This is an optimization exercise on Yosys and OpenROAD, whose aim is small area and a short achievable clock period, not a production implementation. In this exercise RTL edits were held to simulation tests only and were not proved equivalent to the original.

xenon:
==> flow/design.v (excerpt) <==
module mdu_ctrl #(
  parameter int MULT_CYCLES = 5,
  parameter int DIV_CYCLES  = 10
) (
  input  logic        clk,
  input  logic        reset,
  input  logic        start,
  input  logic [2:0]  md_op,
  input  logic [31:0] rs_val,
  input  logic [31:0] rt_val,
  input  logic        md_use,
  output logic        busy,
  output logic        stall,
  output logic [31:0] hi,
  output logic [31:0] lo
);
Size in the first run: ~2000 cells after synthesis.
==> module mdu_ctrl, before the edit <==
module mdu_ctrl #(
  parameter int MULT_CYCLES = 5,
  parameter int DIV_CYCLES  = 10
) (
  input  logic        clk,
  input  logic        reset,
  input  logic        start,
  input  logic [2:0]  md_op,
  input  logic [31:0] rs_val,
  input  logic [31:0] rt_val,
  input  logic        md_use,
  output logic        busy,
  output logic        stall,
  output logic [31:0] hi,
  output logic [31:0] lo
);
  logic [3:0]  cnt;
  logic        is_div, sgn_r, a_neg_r, s_q_r, dcin_r, dz_r, e_r, bprev_r;
  logic [32:0] acc;     
  logic [31:0] breg;    
  logic [32:0] mreg;    
  wire op_mul   = (md_op[2:1] == 2'b00);
  wire op_div   = (md_op[2:1] == 2'b01);
  wire op_sgn   = ~md_op[0];
  wire go_mul   = start & ~busy & op_mul;
  wire go_div   = start & ~busy & op_div;
  wire fin_mul  = busy & ~is_div & (cnt == 4'd5);
  wire fin_div  = busy &  is_div & (cnt == 4'd10);
  wire a_neg_in = op_sgn & rs_val[31];
  wire d_neg_in = op_sgn & rt_val[31];
  wire s_q_in   = a_neg_in ^ d_neg_in;
  wire [2:0]  n_top = rs_val[31:29] ^ {3{a_neg_in}};
  wire [32:0] m_eff = busy ? mreg : {op_sgn & rt_val[31], rt_val ^ {32{op_div & ~s_q_in}}};
  wire [31:0] bsrc  = busy ? breg : rs_val;
  wire [34:0] mx1 = {m_eff[32], m_eff[32], m_eff};
  wire [34:0] mx2 = {m_eff[32], m_eff, 1'b0};
  wire [2:0]  dg [3];
  wire [34:0] ma [3];
  wire [34:0] ms [3];
  assign dg[0] = {bsrc[1], bsrc[0], busy & bprev_r};
  assign dg[1] = fin_mul ? {sgn_r & bsrc[1], sgn_r & bsrc[1], bsrc[1]} : {bsrc[3], bsrc[2], bsrc[1]};
  assign dg[2] = {bsrc[5], bsrc[4], bsrc[3]};
  assign ma[0] = {acc[32], acc[32], acc};
  assign ma[1] = {{2{ms[0][34]}}, ms[0][34:2]};
  assign ma[2] = {{2{ms[1][34]}}, ms[1][34:2]};
  for (genvar r = 0; r < 3; r++) begin : mrow
    wire onex = dg[r][1] ^ dg[r][0];
    wire twox = (dg[r][2] & ~dg[r][1] & ~dg[r][0]) | (~dg[r][2] & dg[r][1] & dg[r][0]);
    wire [34:0] pp = ((mx1 & {35{onex}}) | (mx2 & {35{twox}})) ^ {35{dg[r][2]}};
    wire [35:0] sum = {ma[r], 1'b1} + {pp, dg[r][2]};
    assign ms[r] = sum[35:1];
  end
  wire [31:0] dr [4];       
  wire        de [4];       
  wire        qb [3];
  assign dr[0] = acc[31:0];
  assign de[0] = e_r;
  for (genvar r = 0; r < 3; r++) begin : drow
    wire [31:0] da = {dr[r][30:0], breg[31-r]};
    wire [33:0] sum = {1'b0, da, 1'b1} + {1'b0, mreg[31:0], dcin_r};
    wire [31:0] ds  = sum[32:1];
    wire        co  = sum[33];
    wire ok = a_neg_r ? ~(dr[r][31] & co) : (dr[r][31] | co);
    assign dr[r+1] = ok ? ds : da;
    assign de[r+1] = (de[r] & ~breg[31-r]) | (~ok & ~(|ds));
    assign qb[r]   = ok ^ s_q_r;
  end
  wire [3:0] dm     = d_neg_in ? (4'd0 - rt_val[3:0]) : rt_val[3:0];
  wire       dsmall = (d_neg_in ? (&rt_val[31:4]) : ~(|rt_val[31:4])) & (|rt_val[3:0]);
  wire [4:0] nr0 = {4'd0, n_top[2]};
  wire       nq2 = dsmall & (nr0 >= {1'b0, dm});
  wire [4:0] nr1 = {(nq2 ? nr0[3:0] - dm : nr0[3:0]), n_top[1]};
  wire       nq1 = dsmall & (nr1 >= {1'b0, dm});
  wire [4:0] nr2 = {(nq1 ? nr1[3:0] - dm : nr1[3:0]), n_top[0]};
  wire       nq0 = dsmall & (nr2 >= {1'b0, dm});
  wire [3:0] nr  = nq0 ? nr2[3:0] - dm : nr2[3:0];
  wire       ne  = dsmall & (nr == dm - 4'd1);
  wire [31:0] lo_pre = {breg[29:0], qb[0], qb[1]};
  wire        inc    = s_q_r ^ (a_neg_r & de[2]);
  wire [31:0] lo_div = lo_pre + {31'd0, inc};
  wire [31:0] hi_div = dr[2] & ~{32{a_neg_r & de[2]}};
  always_ff @(posedge clk) begin
    if (reset) begin
      busy   <= 1'b0;
      cnt    <= 4'd0;
      is_div <= 1'b0;
      acc    <= 33'd0;
      hi     <= 32'd0;
      lo     <= 32'd0;
    end else begin
      if (go_mul | go_div) begin
        busy   <= 1'b1;
        cnt    <= 4'd1;
        is_div <= op_div;
      end else if (fin_mul | fin_div) begin
        busy   <= 1'b0;
      end else if (busy) begin
        cnt    <= cnt + 4'd1;
      end
      if (go_mul || (busy && !is_div && !fin_mul))
        acc <= ms[2][34:2];
      else if (go_div)
        acc <= {1'b0, {28{a_neg_in}}, nr ^ {4{a_neg_in}}};
      else if (busy && is_div && !fin_div)
        acc <= {1'b0, dr[3]};
      else
        acc <= 33'd0;
      if (fin_mul) begin
        hi <= ms[1][31:0];
        lo <= {ms[0][1:0], breg[31:2]};
      end else if (fin_div) begin
        if (!dz_r) begin
          hi <= hi_div;
          lo <= lo_div;
        end
      end else if (start && !busy && md_op == 3'b100) begin
        hi <= rs_val;
      end else if (start && !busy && md_op == 3'b101) begin
        lo <= rs_val;
      end
    end
  end
  always_ff @(posedge clk) begin
    if (!busy) begin
      mreg    <= m_eff;
      sgn_r   <= op_sgn;
      a_neg_r <= a_neg_in;
      s_q_r   <= s_q_in;
      dcin_r  <= ~s_q_in;
      dz_r    <= (rt_val == 32'd0);
      e_r     <= ne;
    end else begin
      e_r     <= de[3];
    end
    if (is_div & busy)
      breg <= {breg[28:0], qb[0], qb[1], qb[2]};
    else if (busy)
      breg <= {ms[2][1:0], ms[1][1:0], ms[0][1:0], breg[31:6]};
    else if (op_div)
      breg <= {rs_val[28:0], nq2 ^ s_q_in, nq1 ^ s_q_in, nq0 ^ s_q_in};
    else
      breg <= {ms[2][1:0], ms[1][1:0], ms[0][1:0], rs_val[31:6]};
    bprev_r <= bsrc[5];
  end
  assign stall = md_use & (start | busy);
endmodule
clock: 110.0 ns
lec_check: 0
cap_margin: 20
core_margin: 2
core_utilization: 70
place_density: 0.8
slew_margin: 20
standard.sh (not shown) runs the stock make flow with config.mk's settings and CLKGATE_MAP_FILE= SYNTH_SCRIPT=/design/flow/synth_recipe.tcl, a recipe that flattens the netlist after the stock synthesis.
==> flow/flow/run.sh <==
#!/bin/bash
# The standard layout with two changes:
#  - Yosys maps every adder's carry network to a ripple chain ($lcu in
#    ripple_lcu.v), which the standard synthesis then turns into
#    full-adder cells;
#  - ports are buffered with buf_2 rather than the default delay-buffer cell.
# Everything else (synthesis script, floorplan, power grid, CTS, routing)
# is standard.sh unchanged.  make's full output goes to standard_make.log;
# ORFS keeps each step's log under orfs/logs.
set -euo pipefail
here=$(cd "$(dirname "${BASH_SOURCE[0]}")" && pwd)
export SYNTH_OPERATIONS_ARGS="-extra-map $here/ripple_lcu.v"
export BUFFER_PORTS_ARGS="-buffer_cell sky130_fd_sc_hd__buf_2"
bash standard.sh > standard_make.log 2>&1
==> flow/flow/ripple_lcu.v <==
// Ripple carry chain for Yosys's $lcu, so that every adder maps to a chain
// of full-adder cells instead of a parallel-prefix network.
(* techmap_celltype = "$lcu" *)
module _80_lcu_ripple (P, G, CI, CO);
  parameter WIDTH = 2;

  (* force_downto *)
  input [WIDTH-1:0] P, G;
  input CI;

  (* force_downto *)
  output [WIDTH-1:0] CO;

  genvar i;
  generate
    for (i = 0; i < WIDTH; i = i + 1) begin : stage
      if (i == 0) begin : first
        assign CO[i] = G[i] | (P[i] & CI);
      end else begin : rest
        assign CO[i] = G[i] | (P[i] & CO[i-1]);
      end
    end
  endgenerate
endmodule
### xenon -> quartz
--- a/flow/design.v
+++ b/flow/design.v
@@ -63,20 +63,22 @@
     wire ok = a_neg_r ? ~(dr[r][31] & co) : (dr[r][31] | co);
     assign dr[r+1] = ok ? ds : da;
     assign de[r+1] = (de[r] & ~breg[31-r]) | (~ok & ~(|ds));
     assign qb[r]   = ok ^ s_q_r;
   end
-  wire [3:0] dm     = d_neg_in ? (4'd0 - rt_val[3:0]) : rt_val[3:0];
-  wire       dsmall = (d_neg_in ? (&rt_val[31:4]) : ~(|rt_val[31:4])) & (|rt_val[3:0]);
-  wire [4:0] nr0 = {4'd0, n_top[2]};
-  wire       nq2 = dsmall & (nr0 >= {1'b0, dm});
-  wire [4:0] nr1 = {(nq2 ? nr0[3:0] - dm : nr0[3:0]), n_top[1]};
-  wire       nq1 = dsmall & (nr1 >= {1'b0, dm});
-  wire [4:0] nr2 = {(nq1 ? nr1[3:0] - dm : nr1[3:0]), n_top[0]};
-  wire       nq0 = dsmall & (nr2 >= {1'b0, dm});
-  wire [3:0] nr  = nq0 ? nr2[3:0] - dm : nr2[3:0];
-  wire       ne  = dsmall & (nr == dm - 4'd1);
+  wire [2:0] dm     = d_neg_in ? (3'd0 - rt_val[2:0]) : rt_val[2:0];
+  wire       dsmall = (d_neg_in ? (&rt_val[31:3]) : ~(|rt_val[31:3])) & (|rt_val[2:0]);
+  wire [2:0] dms    = dsmall ? dm : 3'd1;
+  wire [2:0] nt     = n_top;
+  wire [2:0] nqs    = nt / dms;
+  wire [2:0] nrs    = nt % dms;
+  wire [2:0] nqv    = dsmall ? nqs : 3'd0;
+  wire       nq2    = nqv[2];
+  wire       nq1    = nqv[1];
+  wire       nq0    = nqv[0];
+  wire [3:0] nr     = {1'b0, dsmall ? nrs : nt};
+  wire       ne     = dsmall & (nrs == dm - 3'd1);
   wire [31:0] lo_pre = {breg[29:0], qb[0], qb[1]};
   wire        inc    = s_q_r ^ (a_neg_r & de[2]);
   wire [31:0] lo_div = lo_pre + {31'd0, inc};
   wire [31:0] hi_div = dr[2] & ~{32{a_neg_r & de[2]}};
   always_ff @(posedge clk) begin
Results
Delta (quartz minus xenon): clock tree cell share of total cell area did not really move, routed wire length on met3 went down, setup slack went down. Diff xenon..quartz | sequential cell count | unchanged.

Another version of the RTL of mdu_ctrl (not shown whole).
For scale: roughly 1700 cells after synthesis, ~140 I/O pins, about 16000 sq um of cells after synthesis.
// mdu_ctrl
module mdu_ctrl #(
  parameter int MULT_CYCLES = 5,
  parameter int DIV_CYCLES  = 10
) (
  input  logic        clk,
  input  logic        reset,
  input  logic        start,
  input  logic [2:0]  md_op,
  input  logic [31:0] rs_val,
  input  logic [31:0] rt_val,
  input  logic        md_use,
  output logic        busy,
  output logic        stall,
  output logic [31:0] hi,
  output logic [31:0] lo
);
==> module mdu_ctrl, before the edit <==
module mdu_ctrl #(
  parameter int MULT_CYCLES = 5,
  parameter int DIV_CYCLES  = 10
) (
  input  logic        clk,
  input  logic        reset,
  input  logic        start,
  input  logic [2:0]  md_op,
  input  logic [31:0] rs_val,
  input  logic [31:0] rt_val,
  input  logic        md_use,
  output logic        busy,
  output logic        stall,
  output logic [31:0] hi,
  output logic [31:0] lo
);
  logic [3:0]  cnt;
  logic        is_div, sgn_r, a_neg_r, s_q_r, dcin_r, dz_r, e_r, bprev_r;
  logic [32:0] acc;     
  logic [31:0] breg;    
  logic [32:0] mreg;    
  wire op_mul   = (md_op[2:1] == 2'b00);
  wire op_div   = (md_op[2:1] == 2'b01);
  wire op_sgn   = ~md_op[0];
  wire go_mul   = start & ~busy & op_mul;
  wire go_div   = start & ~busy & op_div;
  wire fin_mul  = busy & ~is_div & (cnt == 4'd5);
  wire fin_div  = busy &  is_div & (cnt == 4'd10);
  wire a_neg_in = op_sgn & rs_val[31];
  wire d_neg_in = op_sgn & rt_val[31];
  wire s_q_in   = a_neg_in ^ d_neg_in;
  wire [2:0]  n_top = rs_val[31:29] ^ {3{a_neg_in}};
  wire [32:0] m_eff = busy ? mreg : {op_sgn & rt_val[31], rt_val ^ {32{op_div & ~s_q_in}}};
  wire [31:0] bsrc  = busy ? breg : rs_val;
  wire [34:0] mx1 = {m_eff[32], m_eff[32], m_eff};
  wire [34:0] mx2 = {m_eff[32], m_eff, 1'b0};
  wire [2:0]  dg [3];
  wire [34:0] ma [3];
  wire [34:0] ms [3];
  assign dg[0] = {bsrc[1], bsrc[0], busy & bprev_r};
  assign dg[1] = fin_mul ? {sgn_r & bsrc[1], sgn_r & bsrc[1], bsrc[1]} : {bsrc[3], bsrc[2], bsrc[1]};
  assign dg[2] = {bsrc[5], bsrc[4], bsrc[3]};
  assign ma[0] = {acc[32], acc[32], acc};
  assign ma[1] = {{2{ms[0][34]}}, ms[0][34:2]};
  assign ma[2] = {{2{ms[1][34]}}, ms[1][34:2]};
  for (genvar r = 0; r < 3; r++) begin : mrow
    wire onex = dg[r][1] ^ dg[r][0];
    wire twox = (dg[r][2] & ~dg[r][1] & ~dg[r][0]) | (~dg[r][2] & dg[r][1] & dg[r][0]);
    wire [34:0] pp = ((mx1 & {35{onex}}) | (mx2 & {35{twox}})) ^ {35{dg[r][2]}};
    wire [35:0] sum = {ma[r], 1'b1} + {pp, dg[r][2]};
    assign ms[r] = sum[35:1];
  end
  wire [31:0] dr [4];       
  wire        de [4];       
  wire        qb [3];
  assign dr[0] = acc[31:0];
  assign de[0] = e_r;
  for (genvar r = 0; r < 3; r++) begin : drow
    wire [31:0] da = {dr[r][30:0], breg[31-r]};
    wire [33:0] sum = {1'b0, da, 1'b1} + {1'b0, mreg[31:0], dcin_r};
    wire [31:0] ds  = sum[32:1];
    wire        co  = sum[33];
    wire ok = a_neg_r ? ~(dr[r][31] & co) : (dr[r][31] | co);
    assign dr[r+1] = ok ? ds : da;
    assign de[r+1] = (de[r] & ~breg[31-r]) | (~ok & ~(|ds));
    assign qb[r]   = ok ^ s_q_r;
  end
  wire [2:0] dm     = d_neg_in ? (3'd0 - rt_val[2:0]) : rt_val[2:0];
  wire       dsmall = (d_neg_in ? (&rt_val[31:3]) : ~(|rt_val[31:3])) & (|rt_val[2:0]);
  wire [2:0] dms    = dsmall ? dm : 3'd1;
  wire [2:0] nt     = n_top;
  wire [2:0] nqs    = nt / dms;
  wire [2:0] nrs    = nt % dms;
  wire [2:0] nqv    = dsmall ? nqs : 3'd0;
  wire       nq2    = nqv[2];
  wire       nq1    = nqv[1];
  wire       nq0    = nqv[0];
  wire [3:0] nr     = {1'b0, dsmall ? nrs : nt};
  wire       ne     = dsmall & (nrs == dm - 3'd1);
  wire [31:0] lo_pre = {breg[29:0], qb[0], qb[1]};
  wire        inc    = s_q_r ^ (a_neg_r & de[2]);
  wire [31:0] lo_div = lo_pre + {31'd0, inc};
  wire [31:0] hi_div = dr[2] & ~{32{a_neg_r & de[2]}};
  always_ff @(posedge clk) begin
    if (reset) begin
      busy   <= 1'b0;
      cnt    <= 4'd0;
      is_div <= 1'b0;
      acc    <= 33'd0;
      hi     <= 32'd0;
      lo     <= 32'd0;
    end else begin
      if (go_mul | go_div) begin
        busy   <= 1'b1;
        cnt    <= 4'd1;
        is_div <= op_div;
      end else if (fin_mul | fin_div) begin
        busy   <= 1'b0;
      end else if (busy) begin
        cnt    <= cnt + 4'd1;
      end
      if (go_mul || (busy && !is_div && !fin_mul))
        acc <= ms[2][34:2];
      else if (go_div)
        acc <= {1'b0, {28{a_neg_in}}, nr ^ {4{a_neg_in}}};
      else if (busy && is_div && !fin_div)
        acc <= {1'b0, dr[3]};
      else
        acc <= 33'd0;
      if (fin_mul) begin
        hi <= ms[1][31:0];
        lo <= {ms[0][1:0], breg[31:2]};
      end else if (fin_div) begin
        if (!dz_r) begin
          hi <= hi_div;
          lo <= lo_div;
        end
      end else if (start && !busy && md_op == 3'b100) begin
        hi <= rs_val;
      end else if (start && !busy && md_op == 3'b101) begin
        lo <= rs_val;
      end
    end
  end
  always_ff @(posedge clk) begin
    mreg <= m_eff;
    if (!busy) begin
      sgn_r   <= op_sgn;
      a_neg_r <= a_neg_in;
      s_q_r   <= s_q_in;
      dcin_r  <= ~s_q_in;
      dz_r    <= (rt_val == 32'd0);
      e_r     <= ne;
    end else begin
      e_r     <= de[3];
    end
    if (is_div & busy)
      breg <= {breg[28:0], qb[0], qb[1], qb[2]};
    else if (busy)
      breg <= {ms[2][1:0], ms[1][1:0], ms[0][1:0], breg[31:6]};
    else if (op_div)
      breg <= {rs_val[28:0], nq2 ^ s_q_in, nq1 ^ s_q_in, nq0 ^ s_q_in};
    else
      breg <= {ms[2][1:0], ms[1][1:0], ms[0][1:0], rs_val[31:6]};
    bprev_r <= bsrc[5];
  end
  assign stall = md_use & (start | busy);
endmodule
clock: 110.0 ns
lec_check: 0
cap_margin: 20
core_margin: 2
core_utilization: 70
place_density: 0.8
slew_margin: 20
==> flow/flow/run.sh <==
#!/bin/bash
# The standard layout with four changes:
#  - Yosys maps every adder's carry network to a ripple chain ($lcu in
#    ripple_lcu.v), which the standard synthesis then turns into
#    full-adder cells;
#  - synth skips its quick generic ABC pass (-noabc), so the full adders are
#    extracted from the adders as written rather than from ABC's
#    restructured logic (which leaves inverters around every adder cell);
#  - after synthesis, the plain logic between the full adders and the
#    flip-flops is mapped again with Yosys's default ABC script, which finds
#    a smaller netlist than ORFS's speed script (remap.ys; flip-flops, full
#    and half adders and tie cells are kept as they are, names included);
#  - ports are buffered with buf_1 rather than the default delay-buffer cell.
# Everything else (floorplan, power grid, placement, CTS, routing) is
# standard.sh unchanged.  Each tool's full output goes to its own log here:
# synth_make.log, remap.log, layout_make.log; ORFS keeps each step's log
# under orfs/logs.
set -euo pipefail
here=$(cd "$(dirname "${BASH_SOURCE[0]}")" && pwd)
work=$(pwd)
res="$work/orfs/results/${FLOW_PLATFORM}/mdu_ctrl/base"
lib="$FLOW_HOME/platforms/${FLOW_PLATFORM}/lib/sky130_fd_sc_hd__tt_025C_1v80.lib"
export SYNTH_OPERATIONS_ARGS="-extra-map $here/ripple_lcu.v -noabc"
export BUFFER_PORTS_ARGS="-buffer_cell sky130_fd_sc_hd__buf_1"

# 1. standard synthesis (with the two settings above) up to the netlist
bash standard.sh "$res/1_2_yosys.v" > synth_make.log 2>&1

# 2. re-map the plain logic
cp "$res/1_2_yosys.v" "$work/1_2_yosys_orfs.v"
dont_use=""
for c in probe_p_8 probec_p_8 lpflow_bleeder_1 \
         lpflow_clkbufkapwr_1 lpflow_clkbufkapwr_16 lpflow_clkbufkapwr_2 \
         lpflow_clkbufkapwr_4 lpflow_clkbufkapwr_8 lpflow_clkinvkapwr_1 \
         lpflow_clkinvkapwr_16 lpflow_clkinvkapwr_2 lpflow_clkinvkapwr_4 \
         lpflow_clkinvkapwr_8 lpflow_decapkapwr_12 lpflow_decapkapwr_3 \
         lpflow_decapkapwr_4 lpflow_decapkapwr_6 lpflow_decapkapwr_8 \
         lpflow_inputiso0n_1 lpflow_inputiso0p_1 lpflow_inputiso1n_1 \
         lpflow_inputiso1p_1 lpflow_inputisolatch_1 lpflow_isobufsrc_1 \
         lpflow_isobufsrc_16 lpflow_isobufsrc_2 lpflow_isobufsrc_4 \
         lpflow_isobufsrc_8 lpflow_isobufsrckapwr_16 \
         lpflow_lsbuf_lh_hl_isowell_tap_1 lpflow_lsbuf_lh_hl_isowell_tap_2 \
         lpflow_lsbuf_lh_hl_isowell_tap_4 lpflow_lsbuf_lh_isowell_4 \
         lpflow_lsbuf_lh_isowell_tap_1 lpflow_lsbuf_lh_isowell_tap_2 \
         lpflow_lsbuf_lh_isowell_tap_4; do
  dont_use="$dont_use -dont_use sky130_fd_sc_hd__$c"
done
cat > "$work/remap.ys" <<EOF
read_liberty -ignore_miss_func $lib
read_verilog $work/1_2_yosys_orfs.v
hierarchy -check -top ${FLOW_TOP}
setattr -mod -set keep_hierarchy 1 sky130_fd_sc_hd__fa_* sky130_fd_sc_hd__ha_* sky130_fd_sc_hd__df* sky130_fd_sc_hd__edf* sky130_fd_sc_hd__sdf* sky130_fd_sc_hd__conb_*
flatten
opt -purge
abc -liberty $lib $dont_use
opt_clean -purge
hilomap -singleton -hicell sky130_fd_sc_hd__conb_1 HI -locell sky130_fd_sc_hd__conb_1 LO
insbuf -buf sky130_fd_sc_hd__buf_4 A X
splitnets
rename -hide w:*.*
opt_clean -purge
select ${FLOW_TOP}
stat -liberty $lib
write_verilog -noattr -noexpr -nohex -nodec -selected $res/1_2_yosys.v
EOF
"$FLOW_HOME/../tools/install/yosys/bin/yosys" -s "$work/remap.ys" > remap.log 2>&1

# 3. the rest of the standard layout from that netlist
bash standard.sh > layout_make.log 2>&1
Scripts as last shown in full above: flow/flow/ripple_lcu.v
The baseline passed the timing, design-rule and antenna checks.
Then changed:
--- a/flow/design.v
+++ b/flow/design.v
@@ -13,36 +13,38 @@
   output logic        stall,
   output logic [31:0] hi,
   output logic [31:0] lo
 );
   logic [3:0]  cnt;
-  logic        is_div, sgn_r, a_neg_r, s_q_r, dcin_r, dz_r, e_r, bprev_r;
-  logic [32:0] acc;     
+  logic        is_div, sgn_r, a_neg_r, s_q_r, dz_r, e_r, bprev_r;
+  logic [31:0] acc;     
   logic [31:0] breg;    
-  logic [32:0] mreg;    
+  logic [31:0] mreg;    
   wire op_mul   = (md_op[2:1] == 2'b00);
   wire op_div   = (md_op[2:1] == 2'b01);
   wire op_sgn   = ~md_op[0];
-  wire go_mul   = start & ~busy & op_mul;
-  wire go_div   = start & ~busy & op_div;
+  wire issue    = start & ~busy;
+  wire go_mul   = issue & op_mul;
+  wire go_div   = issue & op_div;
   wire fin_mul  = busy & ~is_div & (cnt == 4'd5);
   wire fin_div  = busy &  is_div & (cnt == 4'd10);
   wire a_neg_in = op_sgn & rs_val[31];
   wire d_neg_in = op_sgn & rt_val[31];
   wire s_q_in   = a_neg_in ^ d_neg_in;
   wire [2:0]  n_top = rs_val[31:29] ^ {3{a_neg_in}};
-  wire [32:0] m_eff = busy ? mreg : {op_sgn & rt_val[31], rt_val ^ {32{op_div & ~s_q_in}}};
+  wire [31:0] m_eff = busy ? mreg : (rt_val ^ {32{op_div & ~s_q_in}});
+  wire        m_sx  = busy ? (sgn_r & mreg[31]) : (op_sgn & rt_val[31]);
   wire [31:0] bsrc  = busy ? breg : rs_val;
-  wire [34:0] mx1 = {m_eff[32], m_eff[32], m_eff};
-  wire [34:0] mx2 = {m_eff[32], m_eff, 1'b0};
+  wire [34:0] mx1 = {m_sx, m_sx, m_sx, m_eff};
+  wire [34:0] mx2 = {m_sx, m_sx, m_eff, 1'b0};
   wire [2:0]  dg [3];
   wire [34:0] ma [3];
   wire [34:0] ms [3];
   assign dg[0] = {bsrc[1], bsrc[0], busy & bprev_r};
   assign dg[1] = fin_mul ? {sgn_r & bsrc[1], sgn_r & bsrc[1], bsrc[1]} : {bsrc[3], bsrc[2], bsrc[1]};
   assign dg[2] = {bsrc[5], bsrc[4], bsrc[3]};
-  assign ma[0] = {acc[32], acc[32], acc};
+  assign ma[0] = {{3{acc[31]}}, acc};
   assign ma[1] = {{2{ms[0][34]}}, ms[0][34:2]};
   assign ma[2] = {{2{ms[1][34]}}, ms[1][34:2]};
   for (genvar r = 0; r < 3; r++) begin : mrow
     wire onex = dg[r][1] ^ dg[r][0];
     wire twox = (dg[r][2] & ~dg[r][1] & ~dg[r][0]) | (~dg[r][2] & dg[r][1] & dg[r][0]);
@@ -55,11 +57,11 @@
   wire        qb [3];
   assign dr[0] = acc[31:0];
   assign de[0] = e_r;
   for (genvar r = 0; r < 3; r++) begin : drow
     wire [31:0] da = {dr[r][30:0], breg[31-r]};
-    wire [33:0] sum = {1'b0, da, 1'b1} + {1'b0, mreg[31:0], dcin_r};
+    wire [33:0] sum = {1'b0, da, 1'b1} + {1'b0, mreg, ~s_q_r};
     wire [31:0] ds  = sum[32:1];
     wire        co  = sum[33];
     wire ok = a_neg_r ? ~(dr[r][31] & co) : (dr[r][31] | co);
     assign dr[r+1] = ok ? ds : da;
     assign de[r+1] = (de[r] & ~breg[31-r]) | (~ok & ~(|ds));
@@ -84,11 +86,11 @@
   always_ff @(posedge clk) begin
     if (reset) begin
       busy   <= 1'b0;
       cnt    <= 4'd0;
       is_div <= 1'b0;
-      acc    <= 33'd0;
+      acc    <= 32'd0;
       hi     <= 32'd0;
       lo     <= 32'd0;
     end else begin
       if (go_mul | go_div) begin
         busy   <= 1'b1;
@@ -98,39 +100,38 @@
         busy   <= 1'b0;
       end else if (busy) begin
         cnt    <= cnt + 4'd1;
       end
       if (go_mul || (busy && !is_div && !fin_mul))
-        acc <= ms[2][34:2];
+        acc <= ms[2][33:2];
       else if (go_div)
-        acc <= {1'b0, {28{a_neg_in}}, nr ^ {4{a_neg_in}}};
+        acc <= {{28{a_neg_in}}, nr ^ {4{a_neg_in}}};
       else if (busy && is_div && !fin_div)
-        acc <= {1'b0, dr[3]};
+        acc <= dr[3];
       else
-        acc <= 33'd0;
+        acc <= 32'd0;
       if (fin_mul) begin
         hi <= ms[1][31:0];
         lo <= {ms[0][1:0], breg[31:2]};
       end else if (fin_div) begin
         if (!dz_r) begin
           hi <= hi_div;
           lo <= lo_div;
         end
-      end else if (start && !busy && md_op == 3'b100) begin
+      end else if (issue && md_op == 3'b100) begin
         hi <= rs_val;
-      end else if (start && !busy && md_op == 3'b101) begin
+      end else if (issue && md_op == 3'b101) begin
         lo <= rs_val;
       end
     end
   end
   always_ff @(posedge clk) begin
     mreg <= m_eff;
     if (!busy) begin
       sgn_r   <= op_sgn;
       a_neg_r <= a_neg_in;
       s_q_r   <= s_q_in;
-      dcin_r  <= ~s_q_in;
       dz_r    <= (rt_val == 32'd0);
       e_r     <= ne;
     end else begin
       e_r     <= de[3];
     end
=> First-iteration DRC count came out lower by 14%. Routed wire length came out lower by 2.9%. Cell area came out lower by 0.68%. Sequential share of layout area came out lower by 0.28 points.

## afterwards: timing with drivers on the ports
Ports are ideal in the flow. The routed layouts listed here were re-timed in OpenROAD.
Step 1, drivers: a clkbuf_16 drives clk and a buf_2 each remaining input, both assumed.
Step 2 moves the port delays by t, midway between the first and last clock arrival at a register: inputs arrive t later, outputs are due t later. That takes back most of the time a late clock gives input paths.
a / b / c = ideal / step 1 / step 2; a / b = the first two.
run | t, ns | setup slack, ns | latest minus earliest clock arrival (ns) | worst data-port slew with drivers (ns) | pins driven straight from the clock port
xenon | 0.499 | 65.615 / 65.592 / 65.592 | 0.019 / 0.020 | 0.05 | 1
quartz | 0.499 | 65.611 / 65.592 / 65.592 | 0.017 / 0.017 | 0.04 | 1
the first run of note 2 | 0.502 | 65.425 / 65.402 / 65.402 | 0.023 / 0.023 | 0.03 | 1
the second run of note 2 | 0.495 | 65.628 / 65.605 / 65.605 | 0.018 / 0.018 | 0.06 | 1
After both steps setup and hold are still met in every run listed.
